Background: an optimization exercise with open tools, aiming at small area, a short achievable clock period and few clock cycles per item. Do not read the settings as production practice.
At most, simulation tests tie the RTL to the original design; equivalence was not proved.
No activity file was given, so power comes from the tool's default toggle rates.

==> onyx <==
// relu_neuron_array
module relu_neuron_array
#(
    parameter int N          = 18,
    parameter int LANES      = 4,
    parameter int K_MAX      = 256,
    parameter int SHIFT      = 18,
    parameter int LEAK_SHIFT = 3
) (
    input  logic                 clk,
    input  logic                 rst,
    input  logic                 in_valid,
    output logic                 in_ready,
    input  logic                 in_last,
    input  logic [N-1:0]         in_x,
    input  logic [LANES*N-1:0]   in_w,
    output logic                 out_valid,
    input  logic                 out_ready,
    output logic [LANES*N-1:0]   out_data,
    output logic                 err_ovf
);
    logic [7:0]      cnt_q;       
    logic            b_q;         
    logic            bc_q;        
    logic            start_q;     
    logic            p_q;         
    logic            v_q;         
    logic            err_q;
    logic fire, close, mv, keep_d;
    logic rdy_q, p_d, v_d;
    assign in_ready = rdy_q;
    assign fire     = in_valid && rdy_q;
    assign close    = fire && (in_last || (&cnt_q));
    assign mv       = p_q && (!v_q || out_ready);
    assign p_d      = bc_q || (p_q && !mv);
    assign v_d      = mv || (v_q && !out_ready);
    assign keep_d   = !(fire && (b_q ? bc_q : start_q));
    always_ff @(posedge clk or negedge rst) begin
        if (!rst) begin
            cnt_q   <= '0;
            b_q     <= 1'b0;
            bc_q    <= 1'b0;
  ...
==> module relu_neuron_array, before the edit <==
module relu_neuron_array
#(
    parameter int N          = 18,
    parameter int LANES      = 4,
    parameter int K_MAX      = 256,
    parameter int SHIFT      = 18,
    parameter int LEAK_SHIFT = 3
) (
    input  logic                 clk,
    input  logic                 rst,
    input  logic                 in_valid,
    output logic                 in_ready,
    input  logic                 in_last,
    input  logic [N-1:0]         in_x,
    input  logic [LANES*N-1:0]   in_w,
    output logic                 out_valid,
    input  logic                 out_ready,
    output logic [LANES*N-1:0]   out_data,
    output logic                 err_ovf
);
    logic [7:0]      cnt_q;       
    logic            b_q;         
    logic            bc_q;        
    logic            start_q;     
    logic            p_q;         
    logic            v_q;         
    logic            err_q;
    logic fire, close, mv, keep_d;
    logic rdy_q, p_d, v_d;
    assign in_ready = rdy_q;
    assign fire     = in_valid && rdy_q;
    assign close    = fire && (in_last || (&cnt_q));
    assign mv       = p_q && (!v_q || out_ready);
    assign p_d      = bc_q || (p_q && !mv);
    assign v_d      = mv || (v_q && !out_ready);
    assign keep_d   = !(fire && (b_q ? bc_q : start_q));
    always_ff @(posedge clk or negedge rst) begin
        if (!rst) begin
            cnt_q   <= '0;
            b_q     <= 1'b0;
            bc_q    <= 1'b0;
            start_q <= 1'b1;
            rdy_q   <= 1'b1;
            p_q     <= 1'b0;
            v_q     <= 1'b0;
            err_q   <= 1'b0;
        end else begin
            if (close)      cnt_q <= '0;
            else if (fire)  cnt_q <= cnt_q + 8'd1;
            if (close && !in_last) err_q <= 1'b1;
            b_q  <= fire;
            bc_q <= close;
            if (b_q) start_q <= bc_q;
            p_q  <= p_d;
            v_q  <= v_d;
            rdy_q <= !((close && (v_d || p_d)) || (p_d && v_d));
        end
    end
    logic [8:0] one_q [1], two_q [1], neg_q [1];
    for (genvar e = 0; e < 1; e++) begin : g_enc
        booth_enc u_enc (
            .clk   (clk),
            .fire  (fire),
            .x     (in_x),
            .one_q (one_q[e]),
            .two_q (two_q[e]),
            .neg_q (neg_q[e])
        );
    end
    for (genvar i = 0; i < LANES; i++) begin : g_lane
        mac_lane u_lane (
            .clk  (clk),
            .one_q (one_q[0]),
            .two_q (two_q[0]),
            .neg_q (neg_q[0]),
            .w    (in_w[i*N +: N]),
            .keep_d0 (keep_d),
            .keep_d1 (keep_d),
            .mv   (mv),
            .res  (out_data[i*N +: N-1])
        );
        assign out_data[i*N+N-1] = 1'b0;
    end
    assign out_valid = v_q;
    assign err_ovf   = err_q;
endmodule
clock: 10.0 ns
lec_check: 0
cap_margin: 20
core_margin: 2
core_utilization: 65
cts_buf_list: sky130_fd_sc_hd__clkbuf_4 sky130_fd_sc_hd__clkbuf_8
slew_margin: 20
synth_hierarchical: 1
synth_minimum_keep_size: 0
standard.sh (not shown) runs the stock make flow with config.mk's settings and CLKGATE_MAP_FILE= SYNTH_SCRIPT=/design/flow/synth_recipe.tcl, a recipe that flattens the netlist after the stock synthesis.
==> flow/flow/run.sh <==
#!/bin/bash
cp standard.sh standard.sh.log
bash standard.sh finish SETUP_SLACK_MARGIN=6.6 "BUFFER_PORTS_ARGS=-buffer_cell sky130_fd_sc_hd__buf_2" > standard.log 2>&1
==> raven (differences from onyx) <==
--- a/flow/design.v
+++ b/flow/design.v
@@ -7,43 +7,32 @@
 endmodule
 module ha (input logic a, b, output logic s, co);
     assign s  = a ^ b;
     assign co = a & b;
 endmodule
-module booth_enc (
+module mac_lane (
     input  logic        clk,
     input  logic        fire,   
     input  logic [17:0] x,
-    output logic [8:0]  one_q,  
-    output logic [8:0]  two_q,  
-    output logic [8:0]  neg_q   
+    input  logic [17:0] w,
+    input  logic        keep_d0,  
+    input  logic        keep_d1,  
+    input  logic        mv,     
+    output logic [16:0] res
 );
+    logic [8:0]  one_q, two_q, neg_q;    
+    logic [17:0] w_q;
+    logic        keep0, clr0, keep1, clr1;   
     logic [18:0] xe;
     assign xe = {x, 1'b0};
     always_ff @(posedge clk) begin
         for (int j = 0; j < 9; j++) begin
             one_q[j] <= fire && (xe[2*j+1] ^ xe[2*j]);
             two_q[j] <= fire && ((xe[2*j+2] && !xe[2*j+1] && !xe[2*j]) ||
                                  (!xe[2*j+2] && xe[2*j+1] && xe[2*j]));
             neg_q[j] <= fire && xe[2*j+2];
         end
-    end
-endmodule
-module mac_lane (
-    input  logic        clk,
-    input  logic [8:0]  one_q,  
-    input  logic [8:0]  two_q,
-    input  logic [8:0]  neg_q,
-    input  logic [17:0] w,
-    input  logic        keep_d0,  
-    input  logic        keep_d1,  
-    input  logic        mv,     
-    output logic [16:0] res
-);
-    logic [17:0] w_q;
-    logic        keep0, clr0, keep1, clr1;   
-    always_ff @(posedge clk) begin
         w_q <= w;
         keep0 <= keep_d0;
         clr0  <= !keep_d0;
         keep1 <= keep_d1;
         clr1  <= !keep_d1;
@@ -880,27 +869,15 @@
             p_q  <= p_d;
             v_q  <= v_d;
             rdy_q <= !((close && (v_d || p_d)) || (p_d && v_d));
         end
     end
-    logic [8:0] one_q [1], two_q [1], neg_q [1];
-    for (genvar e = 0; e < 1; e++) begin : g_enc
-        booth_enc u_enc (
-            .clk   (clk),
-            .fire  (fire),
-            .x     (in_x),
-            .one_q (one_q[e]),
-            .two_q (two_q[e]),
-            .neg_q (neg_q[e])
-        );
-    end
     for (genvar i = 0; i < LANES; i++) begin : g_lane
         mac_lane u_lane (
             .clk  (clk),
-            .one_q (one_q[0]),
-            .two_q (two_q[0]),
-            .neg_q (neg_q[0]),
+            .fire (fire),
+            .x    (in_x),
             .w    (in_w[i*N +: N]),
             .keep_d0 (keep_d),
             .keep_d1 (keep_d),
             .mv   (mv),
             .res  (out_data[i*N +: N-1])
==> xenon (differences from onyx) <==
--- a/flow/design.v
+++ b/flow/design.v
@@ -880,12 +880,12 @@
             p_q  <= p_d;
             v_q  <= v_d;
             rdy_q <= !((close && (v_d || p_d)) || (p_d && v_d));
         end
     end
-    logic [8:0] one_q [1], two_q [1], neg_q [1];
-    for (genvar e = 0; e < 1; e++) begin : g_enc
+    logic [8:0] one_q [2], two_q [2], neg_q [2];
+    for (genvar e = 0; e < 2; e++) begin : g_enc
         booth_enc u_enc (
             .clk   (clk),
             .fire  (fire),
             .x     (in_x),
             .one_q (one_q[e]),
@@ -894,13 +894,13 @@
         );
     end
     for (genvar i = 0; i < LANES; i++) begin : g_lane
         mac_lane u_lane (
             .clk  (clk),
-            .one_q (one_q[0]),
-            .two_q (two_q[0]),
-            .neg_q (neg_q[0]),
+            .one_q (one_q[i/2]),
+            .two_q (two_q[i/2]),
+            .neg_q (neg_q[i/2]),
             .w    (in_w[i*N +: N]),
             .keep_d0 (keep_d),
             .keep_d1 (keep_d),
             .mv   (mv),
             .res  (out_data[i*N +: N-1])
==> maple (differences from onyx) <==
--- a/flow/design.v
+++ b/flow/design.v
@@ -880,12 +880,12 @@
             p_q  <= p_d;
             v_q  <= v_d;
             rdy_q <= !((close && (v_d || p_d)) || (p_d && v_d));
         end
     end
-    logic [8:0] one_q [1], two_q [1], neg_q [1];
-    for (genvar e = 0; e < 1; e++) begin : g_enc
+    logic [8:0] one_q [2], two_q [2], neg_q [2];
+    for (genvar e = 0; e < 2; e++) begin : g_enc
         booth_enc u_enc (
             .clk   (clk),
             .fire  (fire),
             .x     (in_x),
             .one_q (one_q[e]),
@@ -894,13 +894,13 @@
         );
     end
     for (genvar i = 0; i < LANES; i++) begin : g_lane
         mac_lane u_lane (
             .clk  (clk),
-            .one_q (one_q[0]),
-            .two_q (two_q[0]),
-            .neg_q (neg_q[0]),
+            .one_q (one_q[i/2]),
+            .two_q (two_q[i/2]),
+            .neg_q (neg_q[i/2]),
             .w    (in_w[i*N +: N]),
             .keep_d0 (keep_d),
             .keep_d1 (keep_d),
             .mv   (mv),
             .res  (out_data[i*N +: N-1])
==> flow/flow/run.sh (replaced) <==
#!/bin/bash
cp standard.sh standard.sh.log
bash standard.sh finish SETUP_SLACK_MARGIN=6.7 "BUFFER_PORTS_ARGS=-buffer_cell sky130_fd_sc_hd__buf_2" > standard.log 2>&1
==> results.txt <==
metric	onyx	xenon	maple	raven
Run status	finished clean	finished clean	finished clean	finished clean
Flip-flop and latch count after synthesis	486	513	513	567
Final standard cell utilization of the core	0.770	0.742	0.778	0.729
Met3 track demand over resource in global routing	0.120	0.0907	0.116	0.0606
Global-route track usage on met1	0.528	0.526	0.525	0.445
Leakage power	22.5 nW	22.0 nW	23.2 nW	22.7 nW
Synth Area in Adders	0.363	0.356	0.356	0.341
Routed vias	36.6k	36.1k	37.6k	36.2k
Peak supply drop	273 uV	267 uV	257 uV	357 uV
Number of sinks on the clock net	486	513	513	567
Library cell with the highest instance count after synthesis	sky130_fd_sc_hd__xnor2_1	sky130_fd_sc_hd__xnor2_1	sky130_fd_sc_hd__xnor2_1	sky130_fd_sc_hd__fa_1
Setup slack after layout	6.53 ns	6.59 ns	6.55 ns	6.60 ns
Number of diodes added for antenna fixing	1	10	17	6
Compound-gate portion of the synthesized area	0.155	0.152	0.152	0.153
Setup bufs post-CTS	124	28	137	63
Async set-or-reset flop fraction in the synthesized netlist	0.0309	0.0292	0.0292	0.0265
Sequential fraction of total cell area	0.192	0.206	0.197	0.223
Critical Path Slowest Stage Cell	sky130_fd_sc_hd__fa_2	sky130_fd_sc_hd__fa_1	sky130_fd_sc_hd__fa_2	sky130_fd_sc_hd__dfstp_2
Core ar.	73000 um2	74300 um2	74300 um2	77300 um2
Fillers	4792	5248	4697	5699
Average wire length per cell after detail routing	27.6 um	25.7 um	26.5 um	21.8 um
Largest net degree at the start of global routing	69	69	69	107
Testbench counts of xenon, summed over its fixed seeds: cycles 16,199, vectors 480.
Testbench counts of maple, summed over its fixed seeds: cycles 16,199, vectors 480.
Only the layout flow was run in onyx and raven; the RTL was not checked for function there.

---

==> 09-01 <==
Another version of the RTL of relu_neuron_array (not shown whole).
clock: 10.0 ns
lec_check: 0
cap_margin: 20
core_margin: 2
core_utilization: 65
cts_buf_list: sky130_fd_sc_hd__clkbuf_8
slew_margin: 20
synth_hierarchical: 1
synth_minimum_keep_size: 0
==> flow/flow/run.sh <==
#!/bin/bash
cp standard.sh standard.sh.log
bash standard.sh finish SETUP_SLACK_MARGIN=6.3 "BUFFER_PORTS_ARGS=-buffer_cell sky130_fd_sc_hd__buf_1" > standard.log 2>&1
==> 02-16: changes against 09-01 <==
--- a/flow/design.v
+++ b/flow/design.v
@@ -57,39 +57,35 @@
     fa u_s9 ((acc0_q[17] & keep), (acc1_q[17] & ~clr), (((one_q[0] & w_q[17]) | (two_q[0] & w_q[16])) ^ neg_q[0]), s9, c9);
     wire s10, c10;
     fa u_s10 ((((one_q[1] & w_q[15]) | (two_q[1] & w_q[14])) ^ neg_q[1]), (((one_q[2] & w_q[13]) | (two_q[2] & w_q[12])) ^ neg_q[2]), (((one_q[3] & w_q[11]) | (two_q[3] & w_q[10])) ^ neg_q[3]), s10, c10);
     wire s11, c11;
     ha u_s11 ((((one_q[4] & w_q[9]) | (two_q[4] & w_q[8])) ^ neg_q[4]), (((one_q[5] & w_q[7]) | (two_q[5] & w_q[6])) ^ neg_q[5]), s11, c11);
     wire s12, c12;
-    assign s12 = ~((acc0_q[18] & keep) ^ (acc1_q[18] & ~clr));
-    assign c12 = (acc0_q[18] & keep) | (acc1_q[18] & ~clr);
+    fa u_s12 (1'b1, (acc0_q[18] & keep), (acc1_q[18] & ~clr), s12, c12);
     wire s13, c13;
     fa u_s13 (~(((one_q[0] | two_q[0]) & w_q[17]) ^ neg_q[0]), (((one_q[1] & w_q[16]) | (two_q[1] & w_q[15])) ^ neg_q[1]), (((one_q[2] & w_q[14]) | (two_q[2] & w_q[13])) ^ neg_q[2]), s13, c13);
     wire s14, c14;
     fa u_s14 ((((one_q[3] & w_q[12]) | (two_q[3] & w_q[11])) ^ neg_q[3]), (((one_q[4] & w_q[10]) | (two_q[4] & w_q[9])) ^ neg_q[4]), (((one_q[5] & w_q[8]) | (two_q[5] & w_q[7])) ^ neg_q[5]), s14, c14);
     wire s15, c15;
-    assign s15 = ~((acc0_q[19] & keep) ^ (acc1_q[19] & ~clr));
-    assign c15 = (acc0_q[19] & keep) | (acc1_q[19] & ~clr);
+    fa u_s15 (1'b1, (acc0_q[19] & keep), (acc1_q[19] & ~clr), s15, c15);
     wire s16, c16;
     fa u_s16 ((((one_q[1] & w_q[17]) | (two_q[1] & w_q[16])) ^ neg_q[1]), (((one_q[2] & w_q[15]) | (two_q[2] & w_q[14])) ^ neg_q[2]), (((one_q[3] & w_q[13]) | (two_q[3] & w_q[12])) ^ neg_q[3]), s16, c16);
     wire s17, c17;
     ha u_s17 ((((one_q[4] & w_q[11]) | (two_q[4] & w_q[10])) ^ neg_q[4]), (((one_q[5] & w_q[9]) | (two_q[5] & w_q[8])) ^ neg_q[5]), s17, c17);
     wire s18, c18;
     fa u_s18 ((acc0_q[20] & keep), (acc1_q[20] & ~clr), ~(((one_q[1] | two_q[1]) & w_q[17]) ^ neg_q[1]), s18, c18);
     wire s19, c19;
     fa u_s19 ((((one_q[2] & w_q[16]) | (two_q[2] & w_q[15])) ^ neg_q[2]), (((one_q[3] & w_q[14]) | (two_q[3] & w_q[13])) ^ neg_q[3]), (((one_q[4] & w_q[12]) | (two_q[4] & w_q[11])) ^ neg_q[4]), s19, c19);
     wire s20, c20;
-    assign s20 = ~((acc0_q[21] & keep) ^ (acc1_q[21] & ~clr));
-    assign c20 = (acc0_q[21] & keep) | (acc1_q[21] & ~clr);
+    fa u_s20 (1'b1, (acc0_q[21] & keep), (acc1_q[21] & ~clr), s20, c20);
     wire s21, c21;
     ha u_s21 ((((one_q[2] & w_q[17]) | (two_q[2] & w_q[16])) ^ neg_q[2]), (((one_q[3] & w_q[15]) | (two_q[3] & w_q[14])) ^ neg_q[3]), s21, c21);
     wire s22, c22;
     fa u_s22 ((acc0_q[22] & keep), (acc1_q[22] & ~clr), ~(((one_q[2] | two_q[2]) & w_q[17]) ^ neg_q[2]), s22, c22);
     wire s23, c23;
-    assign s23 = ~(acc0_q[23] & keep);
-    assign c23 = (acc0_q[23] & keep);
+    ha u_s23 (1'b1, (acc0_q[23] & keep), s23, c23);
     wire s24, c24;
     ha u_s24 (neg_q[3], (acc0_q[6] & keep), s24, c24);
     wire s25, c25;
     ha u_s25 ((acc0_q[7] & keep), (acc1_q[7] & ~clr), s25, c25);
     wire s26, c26;
     fa u_s26 (neg_q[4], (acc0_q[8] & keep), (acc1_q[8] & ~clr), s26, c26);
@@ -187,32 +183,29 @@
     fa u_s72 ((acc0_q[24] & keep), (acc1_q[24] & ~clr), ~(((one_q[3] | two_q[3]) & w_q[17]) ^ neg_q[3]), s72, c72);
     wire s73, c73;
     fa u_s73 ((((one_q[4] & w_q[16]) | (two_q[4] & w_q[15])) ^ neg_q[4]), (((one_q[5] & w_q[14]) | (two_q[5] & w_q[13])) ^ neg_q[5]), (((one_q[6] & w_q[12]) | (two_q[6] & w_q[11])) ^ neg_q[6]), s73, c73);
     wire s74, c74;
     fa u_s74 ((((one_q[7] & w_q[10]) | (two_q[7] & w_q[9])) ^ neg_q[7]), (((one_q[8] & w_q[8]) | (two_q[8] & w_q[7])) ^ neg_q[8]), c23, s74, c74);
     wire s75, c75;
-    assign s75 = ~((acc0_q[25] & keep) ^ (acc1_q[25] & ~clr));
-    assign c75 = (acc0_q[25] & keep) | (acc1_q[25] & ~clr);
+    fa u_s75 (1'b1, (acc0_q[25] & keep), (acc1_q[25] & ~clr), s75, c75);
     wire s76, c76;
     fa u_s76 ((((one_q[4] & w_q[17]) | (two_q[4] & w_q[16])) ^ neg_q[4]), (((one_q[5] & w_q[15]) | (two_q[5] & w_q[14])) ^ neg_q[5]), (((one_q[6] & w_q[13]) | (two_q[6] & w_q[12])) ^ neg_q[6]), s76, c76);
     wire s77, c77;
     ha u_s77 ((((one_q[7] & w_q[11]) | (two_q[7] & w_q[10])) ^ neg_q[7]), (((one_q[8] & w_q[9]) | (two_q[8] & w_q[8])) ^ neg_q[8]), s77, c77);
     wire s78, c78;
     fa u_s78 ((acc0_q[26] & keep), (acc1_q[26] & ~clr), ~(((one_q[4] | two_q[4]) & w_q[17]) ^ neg_q[4]), s78, c78);
     wire s79, c79;
     fa u_s79 ((((one_q[5] & w_q[16]) | (two_q[5] & w_q[15])) ^ neg_q[5]), (((one_q[6] & w_q[14]) | (two_q[6] & w_q[13])) ^ neg_q[6]), (((one_q[7] & w_q[12]) | (two_q[7] & w_q[11])) ^ neg_q[7]), s79, c79);
     wire s80, c80;
-    assign s80 = ~((acc0_q[27] & keep) ^ (acc1_q[27] & ~clr));
-    assign c80 = (acc0_q[27] & keep) | (acc1_q[27] & ~clr);
+    fa u_s80 (1'b1, (acc0_q[27] & keep), (acc1_q[27] & ~clr), s80, c80);
     wire s81, c81;
     ha u_s81 ((((one_q[5] & w_q[17]) | (two_q[5] & w_q[16])) ^ neg_q[5]), (((one_q[6] & w_q[15]) | (two_q[6] & w_q[14])) ^ neg_q[6]), s81, c81);
     wire s82, c82;
     fa u_s82 ((acc0_q[28] & keep), (acc1_q[28] & ~clr), ~(((one_q[5] | two_q[5]) & w_q[17]) ^ neg_q[5]), s82, c82);
     wire s83, c83;
-    assign s83 = ~(acc0_q[29] & keep);
-    assign c83 = (acc0_q[29] & keep);
+    ha u_s83 (1'b1, (acc0_q[29] & keep), s83, c83);
     wire s84, c84;
     ha u_s84 (neg_q[1], (acc0_q[2] & keep), s84, c84);
     wire s85, c85;
     ha u_s85 ((acc0_q[3] & keep), (acc1_q[3] & ~clr), s85, c85);
     wire s86, c86;
     fa u_s86 (neg_q[2], (acc0_q[4] & keep), (acc1_q[4] & ~clr), s86, c86);
@@ -320,21 +313,19 @@
     fa u_s137 ((((one_q[8] & w_q[13]) | (two_q[8] & w_q[12])) ^ neg_q[8]), s83, c82, s137, c137);
     wire s138, c138;
     fa u_s138 ((acc0_q[30] & keep), (acc1_q[30] & ~clr), ~(((one_q[6] | two_q[6]) & w_q[17]) ^ neg_q[6]), s138, c138);
     wire s139, c139;
     fa u_s139 ((((one_q[7] & w_q[16]) | (two_q[7] & w_q[15])) ^ neg_q[7]), (((one_q[8] & w_q[14]) | (two_q[8] & w_q[13])) ^ neg_q[8]), c83, s139, c139);
     wire s140, c140;
-    assign s140 = ~((acc0_q[31] & keep) ^ (acc1_q[31] & ~clr));
-    assign c140 = (acc0_q[31] & keep) | (acc1_q[31] & ~clr);
+    fa u_s140 (1'b1, (acc0_q[31] & keep), (acc1_q[31] & ~clr), s140, c140);
     wire s141, c141;
     ha u_s141 ((((one_q[7] & w_q[17]) | (two_q[7] & w_q[16])) ^ neg_q[7]), (((one_q[8] & w_q[15]) | (two_q[8] & w_q[14])) ^ neg_q[8]), s141, c141);
     wire s142, c142;
     fa u_s142 ((acc0_q[32] & keep), (acc1_q[32] & ~clr), ~(((one_q[7] | two_q[7]) & w_q[17]) ^ neg_q[7]), s142, c142);
     wire s143, c143;
-    assign s143 = ~(acc0_q[33] & keep);
-    assign c143 = (acc0_q[33] & keep);
+    ha u_s143 (1'b1, (acc0_q[33] & keep), s143, c143);
     wire s144, c144;
     ha u_s144 (neg_q[0], (acc0_q[0] & keep), s144, c144);
     wire s145, c145;
     ha u_s145 ((acc0_q[1] & keep), (acc1_q[1] & ~clr), s145, c145);
     wire s146, c146;
     fa u_s146 ((acc1_q[2] & ~clr), (((one_q[0] & w_q[2]) | (two_q[0] & w_q[1])) ^ neg_q[0]), ((one_q[1] & w_q[0]) ^ neg_q[1]), s146, c146);
@@ -400,38 +391,29 @@
     fa u_s176 ((((one_q[8] & w_q[16]) | (two_q[8] & w_q[15])) ^ neg_q[8]), c140, c141, s176, c176);
     wire s177, c177;
     fa u_s177 ((acc1_q[33] & ~clr), (((one_q[8] & w_q[17]) | (two_q[8] & w_q[16])) ^ neg_q[8]), s143, s177, c177);
     wire s178, c178;
     fa u_s178 ((acc0_q[34] & keep), (acc1_q[34] & ~clr), ~(((one_q[8] | two_q[8]) & w_q[17]) ^ neg_q[8]), s178, c178);
     wire s179, c179;
-    assign s179 = ~(acc0_q[35] & keep);
-    assign c179 = (acc0_q[35] & keep);
+    ha u_s179 (1'b1, (acc0_q[35] & keep), s179, c179);
     wire s180, c180;
-    assign s180 = ~(acc0_q[36] & keep);
-    assign c180 = (acc0_q[36] & keep);
+    ha u_s180 (1'b1, (acc0_q[36] & keep), s180, c180);
     wire s181, c181;
-    assign s181 = ~(acc0_q[37] & keep);
-    assign c181 = (acc0_q[37] & keep);
+    ha u_s181 (1'b1, (acc0_q[37] & keep), s181, c181);
     wire s182, c182;
-    assign s182 = ~(acc0_q[38] & keep);
-    assign c182 = (acc0_q[38] & keep);
+    ha u_s182 (1'b1, (acc0_q[38] & keep), s182, c182);
     wire s183, c183;
-    assign s183 = ~(acc0_q[39] & keep);
-    assign c183 = (acc0_q[39] & keep);
+    ha u_s183 (1'b1, (acc0_q[39] & keep), s183, c183);
     wire s184, c184;
-    assign s184 = ~(acc0_q[40] & keep);
-    assign c184 = (acc0_q[40] & keep);
+    ha u_s184 (1'b1, (acc0_q[40] & keep), s184, c184);
     wire s185, c185;
-    assign s185 = ~(acc0_q[41] & keep);
-    assign c185 = (acc0_q[41] & keep);
+    ha u_s185 (1'b1, (acc0_q[41] & keep), s185, c185);
     wire s186, c186;
-    assign s186 = ~(acc0_q[42] & keep);
-    assign c186 = (acc0_q[42] & keep);
+    ha u_s186 (1'b1, (acc0_q[42] & keep), s186, c186);
     wire s187, c187;
-    assign s187 = ~(acc0_q[43] & keep);
-    assign c187 = (acc0_q[43] & keep);
+    ha u_s187 (1'b1, (acc0_q[43] & keep), s187, c187);
     wire s188, c188;
     ha u_s188 ((acc1_q[0] & ~clr), ((one_q[0] & w_q[0]) ^ neg_q[0]), s188, c188);
     wire s189, c189;
     fa u_s189 ((((one_q[0] & w_q[1]) | (two_q[0] & w_q[0])) ^ neg_q[0]), c144, s145, s189, c189);
     wire s190, c190;
     fa u_s190 (c145, s84, s146, s190, c190);
==> flow/flow/run.sh (replaced) <==
#!/bin/bash
cp standard.sh standard.sh.log
bash standard.sh finish SETUP_SLACK_MARGIN=6.3 > standard.log 2>&1
--- a/flow/config.mk
+++ b/flow/config.mk
@@ -5,10 +5,9 @@
 export SDC_FILE = /design/flow/constraint.sdc
 export NUM_CORES = 4
 export LEC_CHECK = 0
 export CAP_MARGIN = 20
 export CORE_MARGIN = 2
 export CORE_UTILIZATION = 65
-export CTS_BUF_LIST = sky130_fd_sc_hd__clkbuf_8
 export SLEW_MARGIN = 20
 export SYNTH_HIERARCHICAL = 1
 export SYNTH_MINIMUM_KEEP_SIZE = 0
==> 12-06: changes against 09-01 <==
--- a/flow/design.v
+++ b/flow/design.v
@@ -57,39 +57,35 @@
     fa u_s9 ((acc0_q[17] & keep), (acc1_q[17] & ~clr), (((one_q[0] & w_q[17]) | (two_q[0] & w_q[16])) ^ neg_q[0]), s9, c9);
     wire s10, c10;
     fa u_s10 ((((one_q[1] & w_q[15]) | (two_q[1] & w_q[14])) ^ neg_q[1]), (((one_q[2] & w_q[13]) | (two_q[2] & w_q[12])) ^ neg_q[2]), (((one_q[3] & w_q[11]) | (two_q[3] & w_q[10])) ^ neg_q[3]), s10, c10);
     wire s11, c11;
     ha u_s11 ((((one_q[4] & w_q[9]) | (two_q[4] & w_q[8])) ^ neg_q[4]), (((one_q[5] & w_q[7]) | (two_q[5] & w_q[6])) ^ neg_q[5]), s11, c11);
     wire s12, c12;
-    assign s12 = ~((acc0_q[18] & keep) ^ (acc1_q[18] & ~clr));
-    assign c12 = (acc0_q[18] & keep) | (acc1_q[18] & ~clr);
+    fa u_s12 (1'b1, (acc0_q[18] & keep), (acc1_q[18] & ~clr), s12, c12);
     wire s13, c13;
     fa u_s13 (~(((one_q[0] | two_q[0]) & w_q[17]) ^ neg_q[0]), (((one_q[1] & w_q[16]) | (two_q[1] & w_q[15])) ^ neg_q[1]), (((one_q[2] & w_q[14]) | (two_q[2] & w_q[13])) ^ neg_q[2]), s13, c13);
     wire s14, c14;
     fa u_s14 ((((one_q[3] & w_q[12]) | (two_q[3] & w_q[11])) ^ neg_q[3]), (((one_q[4] & w_q[10]) | (two_q[4] & w_q[9])) ^ neg_q[4]), (((one_q[5] & w_q[8]) | (two_q[5] & w_q[7])) ^ neg_q[5]), s14, c14);
     wire s15, c15;
-    assign s15 = ~((acc0_q[19] & keep) ^ (acc1_q[19] & ~clr));
-    assign c15 = (acc0_q[19] & keep) | (acc1_q[19] & ~clr);
+    fa u_s15 (1'b1, (acc0_q[19] & keep), (acc1_q[19] & ~clr), s15, c15);
     wire s16, c16;
     fa u_s16 ((((one_q[1] & w_q[17]) | (two_q[1] & w_q[16])) ^ neg_q[1]), (((one_q[2] & w_q[15]) | (two_q[2] & w_q[14])) ^ neg_q[2]), (((one_q[3] & w_q[13]) | (two_q[3] & w_q[12])) ^ neg_q[3]), s16, c16);
     wire s17, c17;
     ha u_s17 ((((one_q[4] & w_q[11]) | (two_q[4] & w_q[10])) ^ neg_q[4]), (((one_q[5] & w_q[9]) | (two_q[5] & w_q[8])) ^ neg_q[5]), s17, c17);
     wire s18, c18;
     fa u_s18 ((acc0_q[20] & keep), (acc1_q[20] & ~clr), ~(((one_q[1] | two_q[1]) & w_q[17]) ^ neg_q[1]), s18, c18);
     wire s19, c19;
     fa u_s19 ((((one_q[2] & w_q[16]) | (two_q[2] & w_q[15])) ^ neg_q[2]), (((one_q[3] & w_q[14]) | (two_q[3] & w_q[13])) ^ neg_q[3]), (((one_q[4] & w_q[12]) | (two_q[4] & w_q[11])) ^ neg_q[4]), s19, c19);
     wire s20, c20;
-    assign s20 = ~((acc0_q[21] & keep) ^ (acc1_q[21] & ~clr));
-    assign c20 = (acc0_q[21] & keep) | (acc1_q[21] & ~clr);
+    fa u_s20 (1'b1, (acc0_q[21] & keep), (acc1_q[21] & ~clr), s20, c20);
     wire s21, c21;
     ha u_s21 ((((one_q[2] & w_q[17]) | (two_q[2] & w_q[16])) ^ neg_q[2]), (((one_q[3] & w_q[15]) | (two_q[3] & w_q[14])) ^ neg_q[3]), s21, c21);
     wire s22, c22;
     fa u_s22 ((acc0_q[22] & keep), (acc1_q[22] & ~clr), ~(((one_q[2] | two_q[2]) & w_q[17]) ^ neg_q[2]), s22, c22);
     wire s23, c23;
-    assign s23 = ~(acc0_q[23] & keep);
-    assign c23 = (acc0_q[23] & keep);
+    ha u_s23 (1'b1, (acc0_q[23] & keep), s23, c23);
     wire s24, c24;
     ha u_s24 (neg_q[3], (acc0_q[6] & keep), s24, c24);
     wire s25, c25;
     ha u_s25 ((acc0_q[7] & keep), (acc1_q[7] & ~clr), s25, c25);
     wire s26, c26;
     fa u_s26 (neg_q[4], (acc0_q[8] & keep), (acc1_q[8] & ~clr), s26, c26);
@@ -187,32 +183,29 @@
     fa u_s72 ((acc0_q[24] & keep), (acc1_q[24] & ~clr), ~(((one_q[3] | two_q[3]) & w_q[17]) ^ neg_q[3]), s72, c72);
     wire s73, c73;
     fa u_s73 ((((one_q[4] & w_q[16]) | (two_q[4] & w_q[15])) ^ neg_q[4]), (((one_q[5] & w_q[14]) | (two_q[5] & w_q[13])) ^ neg_q[5]), (((one_q[6] & w_q[12]) | (two_q[6] & w_q[11])) ^ neg_q[6]), s73, c73);
     wire s74, c74;
     fa u_s74 ((((one_q[7] & w_q[10]) | (two_q[7] & w_q[9])) ^ neg_q[7]), (((one_q[8] & w_q[8]) | (two_q[8] & w_q[7])) ^ neg_q[8]), c23, s74, c74);
     wire s75, c75;
-    assign s75 = ~((acc0_q[25] & keep) ^ (acc1_q[25] & ~clr));
-    assign c75 = (acc0_q[25] & keep) | (acc1_q[25] & ~clr);
+    fa u_s75 (1'b1, (acc0_q[25] & keep), (acc1_q[25] & ~clr), s75, c75);
     wire s76, c76;
     fa u_s76 ((((one_q[4] & w_q[17]) | (two_q[4] & w_q[16])) ^ neg_q[4]), (((one_q[5] & w_q[15]) | (two_q[5] & w_q[14])) ^ neg_q[5]), (((one_q[6] & w_q[13]) | (two_q[6] & w_q[12])) ^ neg_q[6]), s76, c76);
     wire s77, c77;
     ha u_s77 ((((one_q[7] & w_q[11]) | (two_q[7] & w_q[10])) ^ neg_q[7]), (((one_q[8] & w_q[9]) | (two_q[8] & w_q[8])) ^ neg_q[8]), s77, c77);
     wire s78, c78;
     fa u_s78 ((acc0_q[26] & keep), (acc1_q[26] & ~clr), ~(((one_q[4] | two_q[4]) & w_q[17]) ^ neg_q[4]), s78, c78);
     wire s79, c79;
     fa u_s79 ((((one_q[5] & w_q[16]) | (two_q[5] & w_q[15])) ^ neg_q[5]), (((one_q[6] & w_q[14]) | (two_q[6] & w_q[13])) ^ neg_q[6]), (((one_q[7] & w_q[12]) | (two_q[7] & w_q[11])) ^ neg_q[7]), s79, c79);
     wire s80, c80;
-    assign s80 = ~((acc0_q[27] & keep) ^ (acc1_q[27] & ~clr));
-    assign c80 = (acc0_q[27] & keep) | (acc1_q[27] & ~clr);
+    fa u_s80 (1'b1, (acc0_q[27] & keep), (acc1_q[27] & ~clr), s80, c80);
     wire s81, c81;
     ha u_s81 ((((one_q[5] & w_q[17]) | (two_q[5] & w_q[16])) ^ neg_q[5]), (((one_q[6] & w_q[15]) | (two_q[6] & w_q[14])) ^ neg_q[6]), s81, c81);
     wire s82, c82;
     fa u_s82 ((acc0_q[28] & keep), (acc1_q[28] & ~clr), ~(((one_q[5] | two_q[5]) & w_q[17]) ^ neg_q[5]), s82, c82);
     wire s83, c83;
-    assign s83 = ~(acc0_q[29] & keep);
-    assign c83 = (acc0_q[29] & keep);
+    ha u_s83 (1'b1, (acc0_q[29] & keep), s83, c83);
     wire s84, c84;
     ha u_s84 (neg_q[1], (acc0_q[2] & keep), s84, c84);
     wire s85, c85;
     ha u_s85 ((acc0_q[3] & keep), (acc1_q[3] & ~clr), s85, c85);
     wire s86, c86;
     fa u_s86 (neg_q[2], (acc0_q[4] & keep), (acc1_q[4] & ~clr), s86, c86);
@@ -320,21 +313,19 @@
     fa u_s137 ((((one_q[8] & w_q[13]) | (two_q[8] & w_q[12])) ^ neg_q[8]), s83, c82, s137, c137);
     wire s138, c138;
     fa u_s138 ((acc0_q[30] & keep), (acc1_q[30] & ~clr), ~(((one_q[6] | two_q[6]) & w_q[17]) ^ neg_q[6]), s138, c138);
     wire s139, c139;
     fa u_s139 ((((one_q[7] & w_q[16]) | (two_q[7] & w_q[15])) ^ neg_q[7]), (((one_q[8] & w_q[14]) | (two_q[8] & w_q[13])) ^ neg_q[8]), c83, s139, c139);
     wire s140, c140;
-    assign s140 = ~((acc0_q[31] & keep) ^ (acc1_q[31] & ~clr));
-    assign c140 = (acc0_q[31] & keep) | (acc1_q[31] & ~clr);
+    fa u_s140 (1'b1, (acc0_q[31] & keep), (acc1_q[31] & ~clr), s140, c140);
     wire s141, c141;
     ha u_s141 ((((one_q[7] & w_q[17]) | (two_q[7] & w_q[16])) ^ neg_q[7]), (((one_q[8] & w_q[15]) | (two_q[8] & w_q[14])) ^ neg_q[8]), s141, c141);
     wire s142, c142;
     fa u_s142 ((acc0_q[32] & keep), (acc1_q[32] & ~clr), ~(((one_q[7] | two_q[7]) & w_q[17]) ^ neg_q[7]), s142, c142);
     wire s143, c143;
-    assign s143 = ~(acc0_q[33] & keep);
-    assign c143 = (acc0_q[33] & keep);
+    ha u_s143 (1'b1, (acc0_q[33] & keep), s143, c143);
     wire s144, c144;
     ha u_s144 (neg_q[0], (acc0_q[0] & keep), s144, c144);
     wire s145, c145;
     ha u_s145 ((acc0_q[1] & keep), (acc1_q[1] & ~clr), s145, c145);
     wire s146, c146;
     fa u_s146 ((acc1_q[2] & ~clr), (((one_q[0] & w_q[2]) | (two_q[0] & w_q[1])) ^ neg_q[0]), ((one_q[1] & w_q[0]) ^ neg_q[1]), s146, c146);
@@ -400,38 +391,29 @@
     fa u_s176 ((((one_q[8] & w_q[16]) | (two_q[8] & w_q[15])) ^ neg_q[8]), c140, c141, s176, c176);
     wire s177, c177;
     fa u_s177 ((acc1_q[33] & ~clr), (((one_q[8] & w_q[17]) | (two_q[8] & w_q[16])) ^ neg_q[8]), s143, s177, c177);
     wire s178, c178;
     fa u_s178 ((acc0_q[34] & keep), (acc1_q[34] & ~clr), ~(((one_q[8] | two_q[8]) & w_q[17]) ^ neg_q[8]), s178, c178);
     wire s179, c179;
-    assign s179 = ~(acc0_q[35] & keep);
-    assign c179 = (acc0_q[35] & keep);
+    ha u_s179 (1'b1, (acc0_q[35] & keep), s179, c179);
     wire s180, c180;
-    assign s180 = ~(acc0_q[36] & keep);
-    assign c180 = (acc0_q[36] & keep);
+    ha u_s180 (1'b1, (acc0_q[36] & keep), s180, c180);
     wire s181, c181;
-    assign s181 = ~(acc0_q[37] & keep);
-    assign c181 = (acc0_q[37] & keep);
+    ha u_s181 (1'b1, (acc0_q[37] & keep), s181, c181);
     wire s182, c182;
-    assign s182 = ~(acc0_q[38] & keep);
-    assign c182 = (acc0_q[38] & keep);
+    ha u_s182 (1'b1, (acc0_q[38] & keep), s182, c182);
     wire s183, c183;
-    assign s183 = ~(acc0_q[39] & keep);
-    assign c183 = (acc0_q[39] & keep);
+    ha u_s183 (1'b1, (acc0_q[39] & keep), s183, c183);
     wire s184, c184;
-    assign s184 = ~(acc0_q[40] & keep);
-    assign c184 = (acc0_q[40] & keep);
+    ha u_s184 (1'b1, (acc0_q[40] & keep), s184, c184);
     wire s185, c185;
-    assign s185 = ~(acc0_q[41] & keep);
-    assign c185 = (acc0_q[41] & keep);
+    ha u_s185 (1'b1, (acc0_q[41] & keep), s185, c185);
     wire s186, c186;
-    assign s186 = ~(acc0_q[42] & keep);
-    assign c186 = (acc0_q[42] & keep);
+    ha u_s186 (1'b1, (acc0_q[42] & keep), s186, c186);
     wire s187, c187;
-    assign s187 = ~(acc0_q[43] & keep);
-    assign c187 = (acc0_q[43] & keep);
+    ha u_s187 (1'b1, (acc0_q[43] & keep), s187, c187);
     wire s188, c188;
     ha u_s188 ((acc1_q[0] & ~clr), ((one_q[0] & w_q[0]) ^ neg_q[0]), s188, c188);
     wire s189, c189;
     fa u_s189 ((((one_q[0] & w_q[1]) | (two_q[0] & w_q[0])) ^ neg_q[0]), c144, s145, s189, c189);
     wire s190, c190;
     fa u_s190 (c145, s84, s146, s190, c190);
==> flow/flow/run.sh (replaced) <==
#!/bin/bash
cp standard.sh standard.sh.log
bash standard.sh finish SETUP_SLACK_MARGIN=6.7 > standard.log 2>&1
--- a/flow/config.mk
+++ b/flow/config.mk
@@ -5,10 +5,9 @@
 export SDC_FILE = /design/flow/constraint.sdc
 export NUM_CORES = 4
 export LEC_CHECK = 0
 export CAP_MARGIN = 20
 export CORE_MARGIN = 2
 export CORE_UTILIZATION = 65
-export CTS_BUF_LIST = sky130_fd_sc_hd__clkbuf_8
 export SLEW_MARGIN = 20
 export SYNTH_HIERARCHICAL = 1
 export SYNTH_MINIMUM_KEEP_SIZE = 0
==> 06-13: changes against 09-01 <==
==> flow/flow/run.sh (replaced) <==
#!/bin/bash
cp standard.sh standard.sh.log
bash standard.sh finish SETUP_SLACK_MARGIN=6.3 "BUFFER_PORTS_ARGS=-buffer_cell sky130_fd_sc_hd__buf_2" > standard.log 2>&1
--- a/flow/config.mk
+++ b/flow/config.mk
@@ -5,10 +5,10 @@
 export SDC_FILE = /design/flow/constraint.sdc
 export NUM_CORES = 4
 export LEC_CHECK = 0
 export CAP_MARGIN = 20
 export CORE_MARGIN = 2
 export CORE_UTILIZATION = 65
-export CTS_BUF_LIST = sky130_fd_sc_hd__clkbuf_8
+export CTS_BUF_LIST = sky130_fd_sc_hd__clkbuf_4 sky130_fd_sc_hd__clkbuf_8
 export SLEW_MARGIN = 20
 export SYNTH_HIERARCHICAL = 1
 export SYNTH_MINIMUM_KEEP_SIZE = 0
==> results.txt <==
Register Area 13,300 um2; met1 Use GR 45.59%; area growth from synthesis to layout 8.991%; RSZ-0062 raised after global routing false; status complete, no violations
-- figures above: 02-16

==> results.txt <==
status complete, no violations; met1 Use GR 47.15%; RSZ-0062 raised after global routing true; area growth from synthesis to layout 18.18%; clk pwr 0.00288 W; Clk pin slew, worst setup/hold paths 0.06 ns
-- figures above: 12-06

==> results.txt <==
max_cap viols 0; RSZ-0062 raised after global routing true; status complete, no violations; Register Area 13,300 um2; hpwl dp 95.65 mm; area growth from synthesis to layout 6.534%; largest registers g_lane.u_lane.acc0_q: 176 flops, g_lane.u_lane.acc1_q: 176 flops, g_lane.u_lane.w_q: 72 flops; Worst setup SP type flip-flop; met1 Use GR 47.09%; fraction of area in multi-input gates 67.17%
-- figures above: 09-01

==> results.txt <==
post-DR vias/cell 6.274; diode count 4; fill count 6,409; Worst setup SP type flip-flop; area growth from synthesis to layout 6.951%; RSZ-0062 raised after global routing true; Synth Cell Area 54,400 um2; status complete, no violations; Register Area 13,310 um2; Overall Power 0.02293 W
-- figures above: 06-13

Testbench counts of 09-01, summed over its fixed seeds: cycles 16,199, vectors 480.
Testbench counts of 06-13, summed over its fixed seeds: cycles 16,199, vectors 480.
For 02-16 and 12-06, only the layout was checked, not whether the RTL still works.

## port drivers added, routing unchanged
Ports are ideal in the flow. The routed layouts listed here were re-timed in OpenROAD.
Step 1, drivers: a clkbuf_16 drives clk and a buf_2 each remaining input, both assumed.
Step 2 moves the port delays by t, midway between the first and last clock arrival at a register: inputs arrive t later, outputs are due t later. That takes back most of the time a late clock gives input paths.
Three values: ideal, step 1, step 2; two values: the first two.
run | shift t [ns] | setup slack, ns | clock arrival spread, ns | pins driven straight from the clock port
onyx | 0.768 | 6.529 / 6.529 / 6.089 | 0.047 / 0.047 | 1
raven | 0.803 | 6.604 / 6.541 / 6.286 | 0.056 / 0.057 | 1
xenon | 0.784 | 6.592 / 6.565 / 6.333 | 0.035 / 0.035 | 1
maple | 0.792 | 6.547 / 6.547 / 6.141 | 0.042 / 0.042 | 1
09-01 | 0.811 | 6.335 / 6.312 / 6.153 | 0.050 / 0.050 | 1
02-16 | 0.711 | 6.370 / 6.298 / 5.860 | 0.026 / 0.026 | 1
12-06 | 0.702 | 6.459 / 6.388 / 6.120 | 0.031 / 0.031 | 1
06-13 | 0.820 | 6.346 / 6.278 / 6.179 | 0.036 / 0.036 | 1
After both steps setup and hold are still met in every run listed. The setup slack of 02-16, which loses most, moves by -0.072 ns with the drivers and by -0.510 ns with both steps.
